This design comes from an exercise in tuning for small area on the open sky130 flow, not from production work. At most, simulation tests tie the RTL to the original design; equivalence was not proved.

==> build 51: inputs <==
==> flow/design.v <==
module obsidian_decode_stage (
   input  logic         clk,
   input  logic         rst,
   input  logic [63:0]  IF_ID,
   input  logic         flush,
   input  logic         wb_en,
   input  logic [4:0]   wb_addr,
   input  logic [31:0]  wb_data,
   output logic [139:0] ID_EX,
   output logic         stall
);
   localparam logic [5:0] OP_LOAD = 6'h23;
   logic [31:0] r_regs [1:31];
   logic [31:1] r_vld;
   logic        r_p_en;
   logic [4:0]  r_p_addr;
   logic [31:0] r_p_data;
   logic        r_v;
   logic [31:0] r_pc;
   logic [15:0] r_imm;
   logic [5:0]  r_op;
   logic [4:0]  r_rd;
   logic [4:0]  r_rs1;
   logic [5:0]  w_opcode;
   logic [4:0]  w_rd;
   logic [4:0]  w_rs1;
   logic [4:0]  w_rs2;
   logic [4:0]  w_ex_rs2;
   logic [31:0] w_a;
   logic [31:0] w_b;
   logic [15:0] w_imm_g;
   assign w_opcode = IF_ID[31:26];
   assign w_rd     = IF_ID[25:21];
   assign w_rs1    = IF_ID[20:16];
   assign w_rs2    = IF_ID[15:11];
   assign w_ex_rs2 = r_imm[15:11];
   assign stall = !rst && r_v && (r_op == OP_LOAD) && (r_rd != 5'd0) &&
                  ((r_rd == w_rs1) || (r_rd == w_rs2));
   always_ff @(posedge clk or posedge rst) begin
      if (rst) r_p_en <= 1'b0;
      else     r_p_en <= wb_en && (wb_addr != 5'd0);
   end
   always_ff @(posedge clk) begin
      r_p_addr <= wb_addr;
      r_p_data <= wb_data;
   end
   always_ff @(posedge clk or posedge rst) begin
      if (rst) r_vld <= '0;
      else if (r_p_en) r_vld[r_p_addr] <= 1'b1;
   end
   always_ff @(posedge clk) begin
      if (r_p_en) r_regs[r_p_addr] <= r_p_data;
   end
   always_ff @(posedge clk or posedge rst) begin
      if (rst) r_v <= 1'b0;
      else     r_v <= !(flush || stall);
   end
   always_ff @(posedge clk) begin
      r_pc  <= IF_ID[63:32];
      r_imm <= IF_ID[15:0];
      r_op  <= w_opcode;
      r_rd  <= w_rd;
      r_rs1 <= w_rs1;
   end
   logic [32:0] w_s1;
   logic [32:0] w_s2;
   logic [9:0]  w_na [0:31];
   logic [9:0]  w_nb [0:31];
   always_comb begin
      w_s1 = '0;
      w_s2 = '0;
      for (int i = 1; i < 32; i++) begin
         w_s1[i] = r_v && r_vld[i] && (r_rs1 == i[4:0]);
         w_s2[i] = r_v && r_vld[i] && (w_ex_rs2 == i[4:0]);
      end
   end
   for (genvar b = 0; b < 32; b++) begin : g_bit
      logic [31:1] w_d;
      for (genvar i = 1; i < 32; i++) begin : g_d
         assign w_d[i] = r_regs[i][b];
      end
      for (genvar k = 0; k < 10; k++) begin : g_k
         obsidian_aoi222 u_a (
            .a0(w_s1[3*k+1]), .b0(w_d[3*k+1]), .a1(w_s1[3*k+2]), .b1(w_d[3*k+2]),
            .a2(w_s1[3*k+3]), .b2(w_d[3*k+3]), .y(w_na[b][k]));
         obsidian_aoi222 u_b (
            .a0(w_s2[3*k+1]), .b0(w_d[3*k+1]), .a1(w_s2[3*k+2]), .b1(w_d[3*k+2]),
            .a2(w_s2[3*k+3]), .b2(w_d[3*k+3]), .y(w_nb[b][k]));
      end
      assign w_a[b] = ~&w_na[b] | (w_s1[31] & w_d[31]);
      assign w_b[b] = ~&w_nb[b] | (w_s2[31] & w_d[31]);
   end
   assign w_imm_g = {16{r_v}} & r_imm;
   assign ID_EX = {{32{r_v}} & r_pc, w_a, w_b, {16{w_imm_g[15]}}, w_imm_g,
                   {6{r_v}} & r_op, {5{r_v}} & r_rd, r_v};
endmodule
module obsidian_aoi222 (
   input  logic a0, b0, a1, b1, a2, b2,
   output logic y
);
   assign y = ~((a0 & b0) | (a1 & b1) | (a2 & b2));
endmodule
==> flow/flow/run.sh <==
#!/bin/bash
# Own layout flow: the standard flow (standard.sh, unchanged synthesis), with two changes:
#  * ports are buffered with sky130_fd_sc_hd__buf_1 instead of the default port buffer cell;
#  * clock tree synthesis uses smaller clock buffers and no dummy loads.
# The full output of the flow goes to standard.log in the work folder; ORFS writes each step's
# log under orfs/logs/.
set -euo pipefail
bash standard.sh \
  'BUFFER_PORTS_ARGS=-buffer_cell sky130_fd_sc_hd__buf_1' \
  'CTS_ARGS=-sink_clustering_enable -repair_clock_nets -dont_use_dummy_load -buf_list {sky130_fd_sc_hd__clkbuf_4 sky130_fd_sc_hd__clkbuf_8}' \
  finish > standard.log 2>&1
==> flow/standard.sh <==
#!/bin/bash
# synth_recipe.tcl (not shown) runs the flow's synth.tcl, then flattens the netlist and writes it again
# the make line also repeats each setting of config.mk as NAME=value (left out here)
make -C /OpenROAD-flow-scripts/flow DESIGN_CONFIG=/design/flow/config.mk WORK_HOME=/design/flow/orfs CLKGATE_MAP_FILE= SYNTH_SCRIPT=/design/flow/synth_recipe.tcl "${@:-finish}"
==> flow/config.mk <==
export PLATFORM = sky130hd
export DESIGN_NAME = obsidian_decode_stage
export DESIGN_NICKNAME = obsidian_decode_stage
export VERILOG_FILES = /design/flow/design.v
export SDC_FILE = /design/flow/constraint.sdc
export NUM_CORES = 4
export LEC_CHECK = 0
export CAP_MARGIN = 20
export CORE_MARGIN = 2
export CORE_UTILIZATION = 40
export SLEW_MARGIN = 20
export SYNTH_HIERARCHICAL = 1
export SYNTH_MINIMUM_KEEP_SIZE = 0
==> flow/constraint.sdc <==
create_clock -name core_clock -period 5.0 [get_ports {clk}]
set_input_delay 1.0000 -clock core_clock [delete_from_list [all_inputs] [get_ports {clk}]]
set_output_delay 1.0000 -clock core_clock [all_outputs]
set_load 0.01 [all_outputs]
==> trial 29: changes against build 51 <==
--- a/flow/design.v
+++ b/flow/design.v
@@ -19,6 +19,7 @@
    logic [31:0] r_pc;
-   logic [15:0] r_imm;
+   logic [10:0] r_imm_lo;    
+   logic [4:0]  r_rs2;       
    logic [5:0]  r_op;
    logic [4:0]  r_rd;
-   logic [4:0]  r_rs1;
+   logic [4:0]  r_rs1;       
    logic [5:0]  w_opcode;
@@ -31,2 +32,10 @@
    logic [15:0] w_imm_g;
+   function automatic logic [3:0] dec2(input logic [1:0] a);
+      dec2 = {a[1] & a[0], a[1] & ~a[0], ~a[1] & a[0], ~a[1] & ~a[0]};
+   endfunction
+   function automatic logic [7:0] dec3(input logic [2:0] a);
+      logic [3:0] l;
+      l = dec2(a[1:0]);
+      dec3 = {{4{a[2]}} & l, {4{~a[2]}} & l};
+   endfunction
    assign w_opcode = IF_ID[31:26];
@@ -35,3 +44,3 @@
    assign w_rs2    = IF_ID[15:11];
-   assign w_ex_rs2 = r_imm[15:11];
+   assign w_ex_rs2 = r_rs2;
    assign stall = !rst && r_v && (r_op == OP_LOAD) && (r_rd != 5'd0) &&
@@ -46,12 +55,34 @@
    end
+   logic [3:0]  w_pl;
+   logic [7:0]  w_ph;
+   logic [31:1] w_we;
+   assign w_pl = dec2(r_p_addr[1:0]);
+   assign w_ph = dec3(r_p_addr[4:2]) & {8{r_p_en}};
+   always_comb begin
+      for (int i = 1; i < 32; i++) w_we[i] = w_pl[i % 4] & w_ph[i / 4];
+   end
    always_ff @(posedge clk or posedge rst) begin
       if (rst) r_vld <= '0;
-      else if (r_p_en) r_vld[r_p_addr] <= 1'b1;
+      else     r_vld <= r_vld | w_we;
    end
-   always_ff @(posedge clk) begin
-      if (r_p_en) r_regs[r_p_addr] <= r_p_data;
+   logic [31:1] w_wen;
+   assign w_wen = ~w_we;
+   for (genvar i = 1; i < 32; i++) begin : g_reg
+      logic [31:0] w_next;
+      for (genvar b = 0; b < 32; b++) begin : g_b
+         obsidian_hold u_h (.q(r_regs[i][b]), .d(r_p_data[b]), .we(w_we[i]), .wen(w_wen[i]),
+                            .y(w_next[b]));
+      end
+      always_ff @(posedge clk) r_regs[i] <= w_next;
    end
    always_ff @(posedge clk or posedge rst) begin
-      if (rst) r_v <= 1'b0;
-      else     r_v <= !(flush || stall);
+      if (rst) begin
+         r_v   <= 1'b0;
+         r_rs1 <= '0;
+         r_rs2 <= '0;
+      end else begin
+         r_v   <= !(flush || stall);
+         r_rs1 <= w_rs1 & {5{!(flush || stall)}};
+         r_rs2 <= w_rs2 & {5{!(flush || stall)}};
+      end
    end
@@ -59,6 +90,5 @@
       r_pc  <= IF_ID[63:32];
-      r_imm <= IF_ID[15:0];
+      r_imm_lo <= IF_ID[10:0];
       r_op  <= w_opcode;
       r_rd  <= w_rd;
-      r_rs1 <= w_rs1;
    end
@@ -68,2 +98,10 @@
    logic [9:0]  w_nb [0:31];
+   logic [3:0]  w_s1l;
+   logic [7:0]  w_s1h;
+   logic [3:0]  w_s2l;
+   logic [7:0]  w_s2h;
+   assign w_s1l = dec2(r_rs1[1:0]);
+   assign w_s1h = dec3(r_rs1[4:2]);
+   assign w_s2l = dec2(w_ex_rs2[1:0]);
+   assign w_s2h = dec3(w_ex_rs2[4:2]);
    always_comb begin
@@ -72,4 +110,4 @@
       for (int i = 1; i < 32; i++) begin
-         w_s1[i] = r_v && r_vld[i] && (r_rs1 == i[4:0]);
-         w_s2[i] = r_v && r_vld[i] && (w_ex_rs2 == i[4:0]);
+         w_s1[i] = w_s1l[i % 4] & w_s1h[i / 4] & r_vld[i];
+         w_s2[i] = w_s2l[i % 4] & w_s2h[i / 4] & r_vld[i];
       end
@@ -92,3 +130,3 @@
    end
-   assign w_imm_g = {16{r_v}} & r_imm;
+   assign w_imm_g = {16{r_v}} & {r_rs2, r_imm_lo};
    assign ID_EX = {{32{r_v}} & r_pc, w_a, w_b, {16{w_imm_g[15]}}, w_imm_g,
@@ -102 +140,7 @@
 endmodule
+module obsidian_hold (
+   input  logic q, d, we, wen,
+   output logic y
+);
+   assign y = (q & wen) | (d & we);
+endmodule
==> flow/run.sh (new file) <==
#!/bin/bash
# synth_recipe.tcl (not shown) runs the flow's synth.tcl, then flattens the netlist and writes it again
# the make line also repeats each setting of config.mk as NAME=value (left out here)
make -C /OpenROAD-flow-scripts/flow DESIGN_CONFIG=/design/flow/config.mk WORK_HOME=/design/flow/orfs CLKGATE_MAP_FILE= SYNTH_SCRIPT=/design/flow/synth_recipe.tcl finish
- CORE_UTILIZATION: 40 -> 60
- CTS_BUF_LIST: unset -> sky130_fd_sc_hd__clkbuf_8
- CTS_CLUSTER_DIAMETER: unset -> 60
- CTS_CLUSTER_SIZE: unset -> 14
- SETUP_SLACK_MARGIN: unset -> 0.4
removed: flow/flow/run.sh
removed: flow/standard.sh
==> impl_metrics.ini <==
[outcome]
so.violations = setup timing
status = finished with violations

[placement]
dp_slack_ps = 648

[timing]
setup_viol = 4
worst_slack_ps = -51.6

[die]
taps = 1403

[cells_and_area]
multi_input_area_share_pct = 21.8
synthToLayoutAreaGrowth_pct = 13.7
regArea_mm2 = 0.0327

[grt]
antenna_found_initial = 6

[yosys]
synthTopCellsByArea = edfxtp_1 69%, a222oi_1 15%, dfxtp_1 4.7%, dfrtp_1 1.9%, nand4_1 1.9%

[drt]
wirelength_um = 173000

[power]
switching_power_uw = 4190
-- figures above: build 51

==> impl_metrics.ini <==
[yosys]
yosysMostFrequentCell = dfxtp_1

[cells_and_area]
synthToLayoutAreaGrowth_pct = 16.3
regArea_mm2 = 0.0228

[timing]
worst_slack_ps = 276
setup_viol = 0

[power]
switching_power_uw = 5590

[die]
taps = 931

[drt]
wirelength_um = 198000

[clock_tree]
postCtsSetupBuffers = 0

[outcome]
status = timing/DRC/antenna clean
-- figures above: trial 29

For build 51, only the layout was checked, not whether the RTL still works.

[re-timing with driven ports]
Ports are ideal in the flow. The routed layouts listed here were re-timed in OpenROAD.
Step 1: set_driving_cell puts a clkbuf_16 on clk and a buf_2 on each other input, an assumption about the parent block.
Step 2 moves the port delays by t, midway between the first and last clock arrival at a register: inputs arrive t later, outputs are due t later. That takes back most of the time a late clock gives input paths.
Slacks: ideal ports / drivers / drivers and shift; pairs: ideal ports / drivers.
run	shift t [ns]	setup slack, ns	hold slack, ns	clock arrival spread, ns
build 51	0.914	-0.052 / -0.124 / 0.790	0.237 / 0.192 / 0.488	0.094 / 0.095
trial 29	0.792	0.276 / 0.206 / 0.998	0.494 / 0.494 / 0.494	0.060 / 0.060
